From an optimization exercise on the open Yosys and OpenROAD flow, aimed at small area, a short achievable clock period and few clock cycles per item; shortcuts taken in it are not production practice. In this exercise RTL edits were held to simulation tests only and were not proved equivalent to the original. No activity file was given, so power comes from the tool's default toggle rates.

===== design/flow/design.v =====
package ksrq_pkg;
    localparam int CAPACITY_DEFAULT  = 16;
    localparam int KEY_WIDTH_DEFAULT = 32;
    localparam logic [1:0] CMD_INSERT = 2'd0;
    localparam logic [1:0] CMD_ERASE  = 2'd1;
    localparam logic [1:0] CMD_TEST   = 2'd2;
    localparam logic [1:0] CMD_SELECT = 2'd3;
endpackage
module key_set_with_rank_query (
    input  logic        aclk,
    input  logic        aresetn,
    input  logic        s_valid,
    output logic        s_ready,
    input  logic [1:0]  s_command,
    input  logic [31:0] s_key,
    input  logic [3:0]  s_rank,
    output logic        m_valid,
    input  logic        m_ready,
    output logic        m_success,
    output logic [31:0] m_selected_key,
    output logic [4:0]  m_item_count,
    output logic        m_table_full
);
    localparam int N  = 16;
    localparam int W  = 32;
    localparam int FD = 4;             
    localparam int RW = 1 + 1 + 5 + W;  
    logic [W-1:0] key_q [N];
    logic [N-1:0] val_q;
    logic [4:0]   cnt_q;
    logic         i_v;
    logic [1:0]   i_cmd;
    logic [W-1:0] i_key;
    logic [3:0]   i_rank;
    logic         x_v;
    logic [1:0]   x_cmd;
    logic [W-1:0] x_key;
    logic [3:0]   x_rank;
    logic [N-1:0] x_gt, x_eq;
    logic         x_pgt, x_peq;
    logic [N-1:0] la_up, la_new, la_dn;
    logic [FD-1:0] f_v;
    logic [RW-1:0] f_d [FD];
    logic [2:0]    oc_q;
    logic          s_ready_q;
    logic [N-1:0] a_gt, a_eq;
    logic         a_pgt, a_peq;
    always_comb begin
        for (int i = 0; i < N; i++) begin
            a_gt[i] = key_q[i] > i_key;
            a_eq[i] = key_q[i] == i_key;
        end
        a_pgt = x_key > i_key;
        a_peq = x_key == i_key;
    end
    logic [N-1:0] gt_c, eq_c, tt, ge;
    logic [N-1:0] up, nw, dn;
    logic         found, full, ins, era, sel_ok;
    logic [4:0]   cnt_n;
    logic [RW-1:0] res;
    always_comb begin
        for (int i = 0; i < N; i++) begin
            if (la_new[i]) begin
                gt_c[i] = x_pgt;
                eq_c[i] = x_peq;
            end else if (la_up[i] && i > 0) begin
                gt_c[i] = x_gt[(i > 0) ? i - 1 : 0];
                eq_c[i] = x_eq[(i > 0) ? i - 1 : 0];
            end else if (la_dn[i] && i < N - 1) begin
                gt_c[i] = x_gt[(i < N - 1) ? i + 1 : N - 1];
                eq_c[i] = x_eq[(i < N - 1) ? i + 1 : N - 1];
            end else begin
                gt_c[i] = x_gt[i];
                eq_c[i] = x_eq[i];
            end
        end
        found  = |(val_q & eq_c);
        full   = val_q[N-1];
        tt     = ~val_q | gt_c;
        ge     = ~val_q | gt_c | eq_c;
        ins    = x_v && x_cmd == ksrq_pkg::CMD_INSERT && !found && !full;
        era    = x_v && x_cmd == ksrq_pkg::CMD_ERASE && found;
        sel_ok = x_cmd == ksrq_pkg::CMD_SELECT && {1'b0, x_rank} < cnt_q;
        for (int i = 0; i < N; i++) begin
            up[i] = ins && i > 0 && tt[(i > 0) ? i - 1 : 0];
            nw[i] = ins && tt[i] && !(i > 0 && tt[(i > 0) ? i - 1 : 0]);
            dn[i] = era && ge[i];
        end
        cnt_n = cnt_q + 5'(ins) - 5'(era);
        res[RW-1]       = ins || era || (x_cmd == ksrq_pkg::CMD_TEST && found) || sel_ok;
        res[RW-2]       = x_cmd == ksrq_pkg::CMD_INSERT && !found && full;
        res[W+4:W]      = cnt_n;
        res[W-1:0]      = sel_ok ? key_q[x_rank] : '0;
    end
    always_ff @(posedge aclk) begin
        for (int i = 0; i < N; i++) begin
            if (up[i]) begin
                key_q[i] <= key_q[(i > 0) ? i - 1 : 0];
            end else if (nw[i]) begin
                key_q[i] <= x_key;
            end else if (dn[i] && i < N - 1) begin
                key_q[i] <= key_q[(i < N - 1) ? i + 1 : N - 1];
            end
        end
    end
    logic          acc, take;
    logic [FD-1:0] s_v, w_v;
    logic [RW-1:0] s_d [FD];
    logic [2:0]    oc_n;
    always_comb begin
        acc  = s_valid && s_ready_q;
        take = f_v[0] && m_ready;
        for (int i = 0; i < FD; i++) begin
            s_v[i] = take ? ((i < FD - 1) ? f_v[(i < FD - 1) ? i + 1 : 0] : 1'b0) : f_v[i];
            s_d[i] = (take && i < FD - 1) ? f_d[(i < FD - 1) ? i + 1 : 0] : f_d[i];
        end
        for (int i = 0; i < FD; i++) begin
            w_v[i] = x_v && !s_v[i] && (i == 0 || s_v[(i > 0) ? i - 1 : 0]);
        end
        oc_n = oc_q + 3'(acc) - 3'(take);
    end
    assign s_ready        = s_ready_q;
    assign m_valid        = f_v[0];
    assign m_success      = f_d[0][RW-1];
    assign m_table_full   = f_d[0][RW-2];
    assign m_item_count   = f_d[0][W+4:W];
    assign m_selected_key = f_d[0][W-1:0];
    always_ff @(posedge aclk) begin
        for (int i = 0; i < FD; i++) begin
            f_d[i] <= w_v[i] ? res : s_d[i];
        end
    end
    always_ff @(posedge aclk) begin
        i_cmd  <= s_command;
        i_key  <= s_key;
        i_rank <= s_rank;
        x_cmd  <= i_cmd;
        x_key  <= i_key;
        x_rank <= i_rank;
        x_gt   <= a_gt;
        x_eq   <= a_eq;
        x_pgt  <= a_pgt;
        x_peq  <= a_peq;
    end
    always_ff @(posedge aclk) begin
        if (!aresetn) begin
            i_v       <= 1'b0;
            x_v       <= 1'b0;
            val_q     <= '0;
            cnt_q     <= '0;
            la_up     <= '0;
            la_new    <= '0;
            la_dn     <= '0;
            f_v       <= '0;
            oc_q      <= '0;
            s_ready_q <= 1'b1;
        end else begin
            i_v    <= acc;
            x_v    <= i_v;
            for (int i = 0; i < N; i++) begin
                if (up[i]) begin
                    val_q[i] <= val_q[(i > 0) ? i - 1 : 0];
                end else if (nw[i]) begin
                    val_q[i] <= 1'b1;
                end else if (dn[i]) begin
                    val_q[i] <= (i < N - 1) ? val_q[(i < N - 1) ? i + 1 : 0] : 1'b0;
                end
            end
            cnt_q     <= cnt_n;
            la_up     <= up;
            la_new    <= nw;
            la_dn     <= dn;
            f_v       <= s_v | w_v;
            oc_q      <= oc_n;
            s_ready_q <= oc_n < 3'(FD);
        end
    end
endmodule

===== design/flow/run.sh =====
#!/bin/bash
# synth_recipe.tcl (not shown) runs the flow's synth.tcl, then flattens the netlist and writes it again
# the make line also repeats each setting of config.mk as NAME=value (left out here)
make -C /OpenROAD-flow-scripts/flow DESIGN_CONFIG=/design/flow/config.mk WORK_HOME=/design/flow/orfs CLKGATE_MAP_FILE= SYNTH_SCRIPT=/design/flow/synth_recipe.tcl finish

===== design/flow/config.mk =====
export PLATFORM = sky130hd
export DESIGN_NAME = key_set_with_rank_query
export DESIGN_NICKNAME = key_set_with_rank_query
export VERILOG_FILES = /design/flow/design.v
export SDC_FILE = /design/flow/constraint.sdc
export NUM_CORES = 4
export LEC_CHECK = 0
export CAP_MARGIN = 20
export CORE_MARGIN = 2
export CORE_UTILIZATION = 40
export SLEW_MARGIN = 20

===== design/flow/constraint.sdc =====
create_clock -name core_clock -period 6.5 [get_ports {aclk}]
set_input_delay 1.3000 -clock core_clock [delete_from_list [all_inputs] [get_ports {aclk}]]
set_output_delay 1.3000 -clock core_clock [all_outputs]
set_load 0.01 [all_outputs]

==> impl_metrics.json <==
{
  "status": "finished clean",
  "viasPerCell": 6.96,
  "clkSinkCount": 854,
  "grt_first_pass_wirelength_um": 348000,
  "port_buffers": 82,
  "ios": 83,
  "final_max_slew_viol_count": 0,
  "hold_class": "reg2reg",
  "post_cts_resized": 0,
  "hpwl_um": 170000,
  "cts-root-buf": "clkbuf_16",
  "finClkSkew_ps": 45.3,
  "fp.coreArea_um2": 132000,
  "fillers": 12400,
  "vias": 48500,
  "critPathKind": "reg2reg",
  "period_needed_ps": 4810,
  "avgSynthCellArea_um2": 10.4,
  "synth_top_cell_by_area": "edfxtp_1",
  "final_layout_size_suffix_gt1_share_pct": 17.3,
  "track_usage_pct": 35.9,
  "grt_max_degree": 145,
  "setup_viol": 0,
  "die_height_um": 369,
  "routed_wl_um": 251000,
  "clk_path_buf_depth": 3,
  "fmax_ghz": 0.208,
  "drtIter0Drc": 7588,
  "finalSetupTns_ps": 0,
  "synth_nets": 5729,
  "worstPathArrival_ps": 5260,
  "cts_tree": "yes",
  "synth_seq_area_share_pct": 44.7,
  "initial_core_util_pct": 40.4,
  "tightestPinTransition_ps": 1270,
  "cpMostUsedCell": "inv_1",
  "ys.flop_type": "edfxtp_1",
  "cts_buffers": 97,
  "grt_pass1_vias": 45500,
  "multi_input_area_um2": 27800,
  "synth_area_leaders": "edfxtp_1 38%, ha_1 13%, dfxtp_1 7.0%",
  "p_int_mw": 9.86,
  "cpLargestDelayFamily": "compound AO/OA/AOI/OAI gates",
  "finalPower_mw": 13.7,
  "clk_pin_slew_ps": 70,
  "finalHoldViolations": 0,
  "grt.overflow.total": 0,
  "syn_area_um2": 53300,
  "final_cell_area_um2": 59500,
  "yosysMostFrequentCell": "edfxtp_1",
  "ant_nets": 0,
  "drc": 0,
  "rrSetupSlack_ps": 1690,
  "p_seq_share_pct": 45.4,
  "nets": 5703,
  "dieWidth_um": 369,
  "grt_setup_unrepaired": "false",
  "rows": 133,
  "pwr-share-comb_pct": 12.5,
  "cpMaxStageDelayCell": "a2111oi_0",
  "end_kind": "register",
  "synth_cell_types": 74,
  "startpoint_type": "register",
  "async_flop_share_pct": 0,
  "place_congestion": 1.06,
  "wire_per_inst_um": 36.0,
  "first_pass_iters": 10,
  "critPathMaxFanout": 29,
  "ir_drop_uv": 262,
  "yosys-top-cells-count": "668 x edfxtp_1, 555 x ha_1, 481 x o22ai_1",
  "crit_chain": "inv_1, a221oi_1, a2111o_1, a2111oi_0, and2_1, or3_1, inv_2, ha_1, fa_1, inv_1, a21o_1, a21oi_1, xnor2_1, o21ai_0",
  "syn2layout_area_growth_pct": 11.8,
  "cts_hold_buf": 0,
  "clkLatencyLatePin_ps": 770,
  "regArea_um2": 23800,
  "worst_ep_required_time_ps": 6950,
  "ys_ff_latch": 854,
  "crit_start": "x_peq",
  "cellPowerDensity_nw_per_um2": 231,
  "clockPowerShare_pct": 42.1,
  "r2r_start": "x_peq",
  "power.switching_mw": 3.87,
  "cp_slowest_stage_delay_ps": 690,
  "drv_cap": 0,
  "post-route-period-util_pct": 73.9,
  "relSlewSlack_pct": 14.3,
  "cts_setup_buffers": 0,
  "switching_share_pct": 28.2,
  "yosys_warnings": 4,
  "synth_edf_count": 668,
  "synth_top_cell_area_share_pct": 37.7,
  "syn_inst": 5130,
  "cp_num_buf_inv": 3,
  "h-tree-depth": 3,
  "antenna_found_initial": 23,
  "dpl_cell_area_um2": 56200,
  "hold_start": "i_rank[3]",
  "power.leakage_nw": 21.9,
  "fp.dieArea_um2": 136000
}
==> power by group through the flow <==
stage          clock [mW]  combinational [mW]  sequential (mW)
2_1_floorplan           0               0.985             6.24
3_3_place_gp            0                1.61             6.34
3_5_place_dp            0                1.64             6.34
4_1_cts              5.80                1.64             6.23
5_1_grt              6.02                1.81             6.24
6_report             5.78                1.72             6.24
==> metrics by stage <==
step	worst slack, ps	std cells	util [%]	hold slack [ps]
6_report	1690	6960	45.2	329
4_1_cts	1750	6943	45.1	330
3_5_place_dp	1820	6759	42.6	319
2_1_floorplan	2050	5130	-	310
5_1_grt	1360	6949	45.1	335
3_3_place_gp	1830	6757	42.6	317
==> worst reg2reg max path, delay by kind of cell (launching register included) <==
family,cells,cell delay (ps)
buf+inv,3,610
compound gates,6,1590
simple gates,2,610
xor+xnor,1,310
flops,1,570
fa+ha+maj,2,800
==> final cells by class <==
cell class | count | share of cell area [%]
Antenna cell | 16 | 0.0673
Clock buffer | 146 | 4.62
Clock inverter | 38 | 0.822
Inverter | 103 | 0.650
Multi-Input combinational cell | 3812 | 46.8
Sequential cell | 854 | 40.0
Tap cell | 1755 | 3.69
Timing Repair Buffer | 236 | 3.42
==> metal layers <==
| metal | part of all wire [%] | GRT usage (%) |
|---|---|---|
| met4 | 9.0 | 26.1 |
| met1 | 36 | 44.3 |
| met2 | 41 | 50.5 |
| met5 | 0.17 | 0 |
| met3 | 14 | 14.1 |
==> layout by cell type, fill, tap and decap left out, types with 16 or more instances in the layout <==
| cell type | instances |
|---|---|
| edfxtp_1 | 668 |
| ha_1 | 555 |
| o22ai_1 | 476 |
| nor2_1 | 398 |
| a21oi_1 | 391 |
| nand2_1 | 242 |
| a21oi_2 | 237 |
| dfxtp_1 | 186 |
| nor2_2 | 180 |
| a22oi_1 | 179 |
| nand4_1 | 148 |
| buf_4 | 148 |
| a21o_1 | 128 |
| o21ai_0 | 112 |
| inv_1 | 102 |
| o31ai_1 | 98 |
| clkbuf_16 | 98 |
| clkdlybuf4s50_1 | 82 |
| mux2_2 | 71 |
| nand3_1 | 62 |
| nor2b_1 | 61 |
| o211ai_1 | 46 |
| clkbuf_1 | 36 |
| o21a_1 | 29 |
| a221oi_1 | 27 |
| a31oi_1 | 27 |
| a22o_1 | 24 |
| mux2i_1 | 23 |
| and3_1 | 19 |
| diode_2 | 16 |
==> registers in the layout, summed over array words and instances, names as in the netlist, 3 cells and up <==
register and flops:
key_q 512, f_d 156, i_key 32, x_key 32, la_new 16, val_q 16, x_eq 16, x_gt 16
la_dn 15, la_up 14, cnt_q 5, f_v 4, i_rank 4, x_rank 4, oc_q 3
==> logic make-up (layout without fill, tap and decap cells) <==
family	Yosys count	after routing	synth area share (%)
compound gates	1920	1920	24.8
xor+xnor	6	6	0.0987
fa+ha+maj	557	557	13.1
buf+inv	464	523	3.90
flops	854	854	44.7
mux	98	98	2.03
other cells	0	16	0
simple gates	1231	1231	11.4
==> path summary, 6_finish.rpt <==
check	cells past startpoint	to
setup / recovery	14	f_d[2][36]
hold / removal	0	x_rank[3]
setup reg to reg	14	f_d[2][36]
hold reg to reg	0	x_rank[3]
Testbench counts, summed over its fixed seeds: cycles 4,824, ops 4,800.

static timing again, ports no longer ideal:
No port has a modelled driver above. Below, the same layout with a new extraction and two added sets of constraints. Step 1 sets driving cells, clkbuf_16 on the clock port and buf_2 on the other inputs (assumed; they add their load-dependent delay and slew). Step 2 moves the port delays by t, midway between the first and last clock arrival at a register: inputs arrive t later, outputs are due t later. That takes back most of the time a late clock gives input paths. Three values: ideal, step 1, step 2; two values: the first two.
t (ns): 0.831
setup slack, ns: 1.694 / 1.694 / 1.694
worst slew at a driven data input, ns: 0.06
cell pins on the clock port's net: 1
After both steps this run still meets setup and hold. The setup slack of this run moves by 0.000 ns with the drivers and by 0.000 ns with both steps.
